This design comes from an exercise in tuning for small area and a short achievable clock period on the open sky130 flow, not from production work. Function was checked by simulation only, so behaviour that the tests miss may differ from the original. Power and IR drop assume default switching activity.

## flow/config.mk

```make
export PLATFORM = sky130hd
export DESIGN_NAME = mesh_router_node
export DESIGN_NICKNAME = mesh_router_node
export VERILOG_FILES = /design/flow/design.v
export SDC_FILE = /design/flow/constraint.sdc
export NUM_CORES = 4
export LEC_CHECK = 0
export CAP_MARGIN = 20
export CORE_MARGIN = 2
export CORE_UTILIZATION = 30
export SLEW_MARGIN = 20
```

## flow/constraint.sdc

```tcl
create_clock -name core_clock -period 7.0 [get_ports {clk}]
set_input_delay 1.4000 -clock core_clock [delete_from_list [all_inputs] [get_ports {clk}]]
set_output_delay 1.4000 -clock core_clock [all_outputs]
set_load 0.01 [all_outputs]
```

## flow/design.v

```verilog
module mesh_router_node (
    input  logic         clk,
    input  logic         rst,
    input  logic [159:0] data_in_bus,
    input  logic [4:0]   valid_in_bus,
    output logic [4:0]   ready_in_bus,
    output logic [159:0] data_out_bus,
    output logic [4:0]   valid_out_bus,
    input  logic [4:0]   ready_out_bus,
    output logic [7:0]   drop_count
);
    mesh_xy_router #(
        .ROWS(4), .COLS(4), .X(1), .Y(1),
        .DATA_WIDTH(32), .TYPE_WIDTH(2), .FIFO_DEPTH(16), .DEST_WIDTH(5)
    ) u_router (
        .clk(clk), .rst(rst),
        .data_in_bus(data_in_bus), .valid_in_bus(valid_in_bus), .ready_in_bus(ready_in_bus),
        .data_out_bus(data_out_bus), .valid_out_bus(valid_out_bus), .ready_out_bus(ready_out_bus),
        .drop_count(drop_count)
    );
endmodule

module mesh_xy_router #(
    parameter int ROWS       = 2,
    parameter int COLS       = 2,
    parameter int X          = 0,
    parameter int Y          = 0,
    parameter int DATA_WIDTH = 32,
    parameter int TYPE_WIDTH = 2,
    parameter int FIFO_DEPTH = 16,
    parameter int DEST_WIDTH = (ROWS * COLS > 1) ? $clog2(ROWS * COLS) : 1
) (
    input  logic                    clk,
    input  logic                    rst,
    input  logic [5*DATA_WIDTH-1:0] data_in_bus,
    input  logic [4:0]              valid_in_bus,
    output logic [4:0]              ready_in_bus,
    output logic [5*DATA_WIDTH-1:0] data_out_bus,
    output logic [4:0]              valid_out_bus,
    input  logic [4:0]              ready_out_bus,
    output logic [7:0]              drop_count
);
    localparam int NP    = 5;
    localparam int DW    = DATA_WIDTH;
    localparam int AW    = $clog2(FIFO_DEPTH);
    localparam int NODES = ROWS * COLS;
    localparam logic [TYPE_WIDTH-1:0] T_SINGLE = TYPE_WIDTH'(0);
    localparam logic [TYPE_WIDTH-1:0] T_HEAD   = TYPE_WIDTH'(1);
    localparam logic [TYPE_WIDTH-1:0] T_TAIL   = TYPE_WIDTH'(3);
    logic [DW-1:0] mem [NP][FIFO_DEPTH];
    logic [AW-1:0] wp  [NP];
    logic [AW-1:0] rp  [NP];
    logic [AW:0]   cnt [NP];
    logic [NP-1:0] full, ne, wr_en;
    always_comb begin
        for (int i = 0; i < NP; i++) begin
            full[i]         = cnt[i][AW];
            ne[i]           = (cnt[i] != '0);
            ready_in_bus[i] = !rst && !full[i];
            wr_en[i]        = valid_in_bus[i] && ready_in_bus[i];
        end
    end
    always_ff @(posedge clk) begin
        for (int i = 0; i < NP; i++) begin
            for (int k = 0; k < FIFO_DEPTH; k++) begin
                if (valid_in_bus[i] && !full[i] && (wp[i] == AW'(k)))
                    mem[i][k] <= data_in_bus[i*DW +: DW];
            end
        end
    end
    logic [DW-1:0] front [NP];
    logic [NP-1:0] is_head, is_hd, is_tail, bad;
    logic [NP-1:0] req [NP];    
    always_comb begin
        int dest, dx, dy;
        logic [TYPE_WIDTH-1:0] t;
        logic ok;
        logic [2:0] r;
        for (int i = 0; i < NP; i++) begin
            front[i] = mem[i][rp[i]];
            t          = front[i][DW-1 -: TYPE_WIDTH];
            is_head[i] = (t == T_SINGLE) || (t == T_HEAD);
            is_hd[i]   = (t == T_HEAD);
            is_tail[i] = (t == T_TAIL);
            dest = int'(front[i][DEST_WIDTH-1:0]);
            dx   = dest % COLS;
            dy   = dest / COLS;
            ok   = (dest < NODES);
            if (dx > X)      r = 3'd1;
            else if (dx < X) r = 3'd2;
            else if (dy > Y) r = 3'd3;
            else if (dy < Y) r = 3'd4;
            else             r = 3'd0;
            bad[i] = is_head[i] && !ok;
            for (int o = 0; o < NP; o++)
                req[o][i] = is_head[i] && ok && (r == 3'(o));
        end
    end
    logic [NP-1:0] own  [NP];   
    logic [NP-1:0] rr   [NP];   
    logic [NP-1:0] hold, out_valid;
    logic [DW-1:0] out_data [NP];
    logic [NP-1:0] dropping;
    logic [NP-1:0] owned, locked, can_accept, gany, lock_tail;
    logic [NP-1:0] gsel [NP];   
    logic [NP-1:0] pick [NP];
    logic [NP-1:0] out_pop, discard, drop_head, pop;
    logic [DW-1:0] odata_nxt [NP];
    always_comb begin
        owned = '0;
        for (int o = 0; o < NP; o++) begin
            owned     = owned | own[o];
            locked[o] = |own[o];
        end
        for (int i = 0; i < NP; i++) begin
            discard[i]   = ne[i] && !owned[i] && (dropping[i] || !is_head[i] || bad[i]);
            drop_head[i] = ne[i] && !owned[i] && !dropping[i] && bad[i];
        end
        out_pop = '0;
        for (int o = 0; o < NP; o++) begin
            logic [NP-1:0] r;
            r = req[o] & ne & ~owned & ~dropping;
            for (int i = 0; i < NP; i++) begin
                logic any;
                any = 1'b0;
                for (int s = 0; s < NP; s++) begin
                    logic clear;
                    clear = 1'b1;
                    for (int d = 0; d < ((i - s + NP) % NP); d++)
                        clear = clear && !r[(s + d) % NP];
                    any = any || (rr[o][s] && clear);
                end
                pick[o][i] = r[i] && any;
            end
            if (locked[o]) gsel[o] = own[o] & ne;
            else if (hold[o]) gsel[o] = '0;
            else gsel[o] = pick[o];
            can_accept[o] = !out_valid[o] || ready_out_bus[o];
            gany[o]       = can_accept[o] && (|gsel[o]);
            lock_tail[o]  = |(own[o] & is_tail);
            out_pop       = out_pop | (can_accept[o] ? gsel[o] : '0);
            odata_nxt[o]  = '0;
            for (int i = 0; i < NP; i++)
                if (gsel[o][i]) odata_nxt[o] = odata_nxt[o] | front[i];
        end
        pop = out_pop | discard;
    end
    logic [3:0] drops_now;
    logic [8:0] drop_sum;
    always_comb begin
        drops_now = '0;
        for (int i = 0; i < NP; i++) drops_now = drops_now + 4'(drop_head[i]);
        drop_sum = {1'b0, drop_count} + 9'(drops_now);
    end
    always_ff @(posedge clk) begin
        for (int o = 0; o < NP; o++)
            if (can_accept[o]) out_data[o] <= odata_nxt[o];
    end
    always_ff @(posedge clk) begin
        if (rst) begin
            for (int i = 0; i < NP; i++) begin
                wp[i]  <= '0;
                rp[i]  <= '0;
                cnt[i] <= '0;
                own[i] <= '0;
                rr[i]  <= NP'(1);
            end
            dropping   <= '0;
            hold       <= '0;
            out_valid  <= '0;
            drop_count <= '0;
        end else begin
            for (int i = 0; i < NP; i++) begin
                if (wr_en[i]) wp[i] <= wp[i] + 1'b1;
                if (pop[i])   rp[i] <= rp[i] + 1'b1;
                cnt[i] <= cnt[i] + (AW+1)'(wr_en[i]) - (AW+1)'(pop[i]);
                if (drop_head[i] && is_hd[i])
                    dropping[i] <= 1'b1;
                else if (dropping[i] && pop[i] && is_tail[i])
                    dropping[i] <= 1'b0;
            end
            for (int o = 0; o < NP; o++) begin
                hold[o]      <= gany[o] && locked[o] && lock_tail[o];
                out_valid[o] <= gany[o] || (out_valid[o] && !ready_out_bus[o]);
                if (gany[o]) begin
                    if (locked[o]) begin
                        if (lock_tail[o]) own[o] <= '0;
                    end else begin
                        rr[o] <= {pick[o][NP-2:0], pick[o][NP-1]};
                        if (|(pick[o] & is_hd)) own[o] <= pick[o];
                    end
                end
            end
            drop_count <= drop_sum[8] ? 8'hFF : drop_sum[7:0];
        end
    end
    always_comb begin
        for (int o = 0; o < NP; o++)
            data_out_bus[o*DW +: DW] = out_data[o];
    end
    assign valid_out_bus = out_valid;
endmodule
```

## flow/run.sh

```bash
#!/bin/bash
# synth_recipe.tcl (not shown) runs the flow's synth.tcl, then flattens the netlist and writes it again
# the make line also repeats each setting of config.mk as NAME=value (left out here)
make -C /OpenROAD-flow-scripts/flow DESIGN_CONFIG=/design/flow/config.mk WORK_HOME=/design/flow/orfs CLKGATE_MAP_FILE= SYNTH_SCRIPT=/design/flow/synth_recipe.tcl finish
```

==> results_dict.tcl <==
set metrics [dict create \
    hp-class "flop to flop" \
    dp_hpwl_um 265200 \
    finalCritPeriodShare 0.9285 \
    switching_share 0.3578 \
    finalWeightedCongestion 0.9840 \
    hold_viol_final 0 \
    drt.antenna.violating_nets 0 \
    combPwrFrac 0.291 \
    crit_path_max_fanout 23 \
    grt_max_degree 60 \
    status "complete, no violations" \
    drcViolationCount 0 \
    dieArea_sq_um 378900 \
    wl_per_cell_um 33.01 \
    leakage_uw 0.04258 \
    synth_cell_type_count 115 \
    antenna_found_initial 91 \
    p_switching_uw 18380 \
    grt_pass1_vias 70799 \
    dr_total_vias 74210 \
    areaGrowthSynthToFinish_pct 18.56 \
    slowest_stage "ha_1" \
    ys_seq_area_frac 0.7526 \
    grt_usage 0.2168 \
    io-pin-count 350 \
    synth-edff-count 2720 \
    powerDensity_nw_per_um2 386.1 \
    cts_tree "done" \
    clk_path_buf_depth 4 \
    fillers 34942 \
    async_reset_ff_frac 0 \
    max_freq_mhz 153.9 \
    maxSlewHeadroom 0.1578 \
    setup_tns_ps 0 \
    syn-cell-area_sq_um 112200 \
    tightest_slew_ps 1255 \
    cpPeakStageDelay_ps 730 \
    p_int_uw 32980 \
    root_buffer "clkbuf_16" \
    dr.pass1.iters 14 \
    max-cap-violations 0 \
    grt_pass1_wl_um 581100 \
    path_cells "inv_1, ha_1, a222oi_1, a311oi_1, or4_1, and4_1, nand4_2, and2b_1, a311oi_1, o31a_1, o221ai_1, nor2_1, buf_4, inv_1, ha_1, inv_1, ha_1, fa_1, a21oi_1, nor2_1, or3_1, a21oi_1" \
    drt_iter0_markers 11532 \
    rsz0062_at_grt "no" \
    setup_viol 0 \
    drive_gt1_frac 0.1294 \
    core_sq_um 372200 \
    syn-num-nets 7389 \
    synth_warnings 13 \
    fin_skew_ps 87.62 \
    p_clk_frac 0.309 \
    wl_um 426800 \
    fp.dieW_um 615.6 \
    critPathKind "flop to flop" \
    synthCells 7137 \
    clk_pin_slew_ps 60 \
    cts-resized-gates 0 \
    slew_viol_final 0 \
    ys_ff_latch 2858 \
    required_ps 7840 \
    die_y_um 615.6 \
    crit_arrival_ps 7340 \
    io_buffers 349 \
    overflow 0 \
    clock_latency_ps 960 \
    post_drt_via_cell_ratio 5.739 \
    clock_sinks 2858 \
    rows 224 \
    seqPwrFrac 0.400 \
    post-route-min-period_ps 6499 \
    cts_inserted_buffers 302 \
    layout.nets 7926 \
    htree_levels 5 \
    ys.flop_type "edfxtp_1" \
    initial_core_util 0.3015 \
    cts_hold_buf 0 \
    cp-end-kind "flop" \
    post-cts-setup-buffers 0 \
    vdd_drop_max_mv 0.2347 \
    fin_util 0.3574 \
    syn_area_per_cell_sq_um 15.72 \
    worstSetupStartpointType "flop" \
]
## metrics by stage
stage                     hold slack, ps  area (sq um)  cells  power [uW]  worst slack [ps]
after floorplan                    464.7        112200   7137       27400              1637
after global placement             497.4        123100  12337       35060             548.8
after detailed placement           516.6        123100  12338       35210             600.9
after CTS                          529.6        132900  12881       50910             558.2
after global routing               560.0        133000  12908       52620             59.63
final                              528.2        133000  12930       51360             500.8
## critical path: cells and delay by family, from the launching register on
family	cells	cell delay, ps
adder cells (fa/ha/maj)	4	1640
flip-flops	1	350
AND/OR/NAND/NOR	7	1970
AO/OA/AOI/OAI	7	2110
buffers and inverters	4	340
## registers in the layout, summed over array words and instances, names as in the netlist
signal               cells
u_router.cnt            25
u_router.drop_count      8
u_router.dropping        5
u_router.hold            5
u_router.mem          2560
u_router.out_data      160
u_router.out_valid       5
u_router.own            25
u_router.rp             20
u_router.rr             25
u_router.wp             20
## cell type report
cell class / count / area (sq um) / share of cell area
inverters: 115 / 431.7 / 0.003245
diodes: 45 / 112.6 / 0.0008465
clock inverters: 193 / 1943 / 0.01461
well taps: 4972 / 6221 / 0.04676
multi-input cells: 3724 / 26120 / 0.1964
clock buffers: 350 / 7790 / 0.05856
repair buffers: 673 / 5961 / 0.04481
flip-flops and latches: 2858 / 84450 / 0.6348
## layer usage
layer	GRT usage	routed length, um	vias to the layer above
li1	-	-	30322
met1	0.2674	156700	37800
met2	0.3414	195800	4924
met3	0.05460	44640	1124
met4	0.1337	29350	40
met5	0	272	-
## cells in the final DEF, fill, tap and decap left out, drive strengths merged, types with 20 or more instances in the layout
master         Yosys  layout
edfxtp          2720    2720
a22oi            736     736
nor2             469     469
clkbuf           320     350
clkdlybuf4s50      0     348
buf              120     325
nand2            246     246
nand3            238     238
a22o             216     216
a221oi           205     205
a21oi            182     182
o22ai            149     149
clkinv             2     141
dfxtp            138     138
inv              113     132
nand4             99      99
o21ai             94      94
and2              91      91
o221ai            84      84
ha                72      72
nor3              70      70
a222oi            68      68
a211oi            65      65
mux2i             55      55
diode              0      45
nor2b             43      43
and3              34      34
or3               32      32
o22a              30      30
nand2b            27      27
o211ai            26      26
xnor2             24      24
bufinv             0      24
a31oi             23      23
nor3b             23      23
nor4              22      22
xor2              20      20
## synthesized netlist by cell type, types with 72 or more instances
master    instances  area share
edfxtp_1       2720        0.73
a22oi_1         735       0.049
nor2_1          468       0.016
clkbuf_1        318       0.011
nand2_1         246      0.0082
nand3_1         237       0.011
a22o_1          216       0.017
a221oi_1        203       0.016
a21oi_1         182      0.0081
o22ai_1         148      0.0083
dfxtp_1         138       0.025
inv_1           111      0.0037
nand4_1          98      0.0055
and2_1           87      0.0049
o21ai_0          83      0.0037
o221ai_1         83      0.0065
ha_1             72      0.0080
## worst paths after layout
| kind | startpoint | endpoint | slack [ps] | cells after the start |
|---|---|---|---|---|
| setup / recovery | u_router.rp[3][1] | u_router.cnt[4][4] | 500 | 22 |
| hold reg to reg | u_router.wp[3][1] | u_router.wp[3][1] | 530 | 2 |
| setup reg to reg | u_router.rp[3][1] | u_router.cnt[4][4] | 500 | 22 |
| hold / removal | u_router.wp[3][1] | u_router.wp[3][1] | 530 | 2 |
## power groups by stage
stage	logic, uW	registers, uW	clock network (uW)
global placement	14200	20900	0
floorplan	6890	20500	0
CTS	14400	20500	16000
finish	14900	20500	15900
global route	15400	20600	16700
detailed placement	14300	20900	0
## cell families (layout without fill, tap and decap cells)
logic type                 after synthesis  count (layout)  synth area share
DFF                                   2858            2858            0.7526
adders and majority gates               80              80          0.009456
AOI/OAI and AO/OA                     2051            2051            0.1402
buffers and inverters                  555            1331           0.02012
and+or+nand+nor                       1475            1475           0.06673
other                                    0              45                 0
xor gates and xnor gates                44              44          0.003434
muxes                                   74              74          0.007516

==> re-timing with driven ports <==
No port has a modelled driver above. Below, the same layout with a new extraction and two added sets of constraints. Step 1: set_driving_cell puts a clkbuf_16 on clk and a buf_2 on each other input, an assumption about the parent block. Step 2 also shifts input and output timing later by t, the mid clock arrival at the registers, as if the neighbouring blocks saw the same clock. Slacks: ideal ports / drivers / drivers and shift; pairs: ideal ports / drivers.
t, ns: 1.023
setup slack, ns: 0.501 / 0.501 / 0.501
slew at the worst register clock pin (ns): 0.07 / 0.07
worst slew at a driven data input, ns: 0.22
pins driven straight from the clock port: 1
After both steps this run still meets setup and hold. The setup slack of this run moves by 0.000 ns with the drivers and by 0.000 ns with both steps.
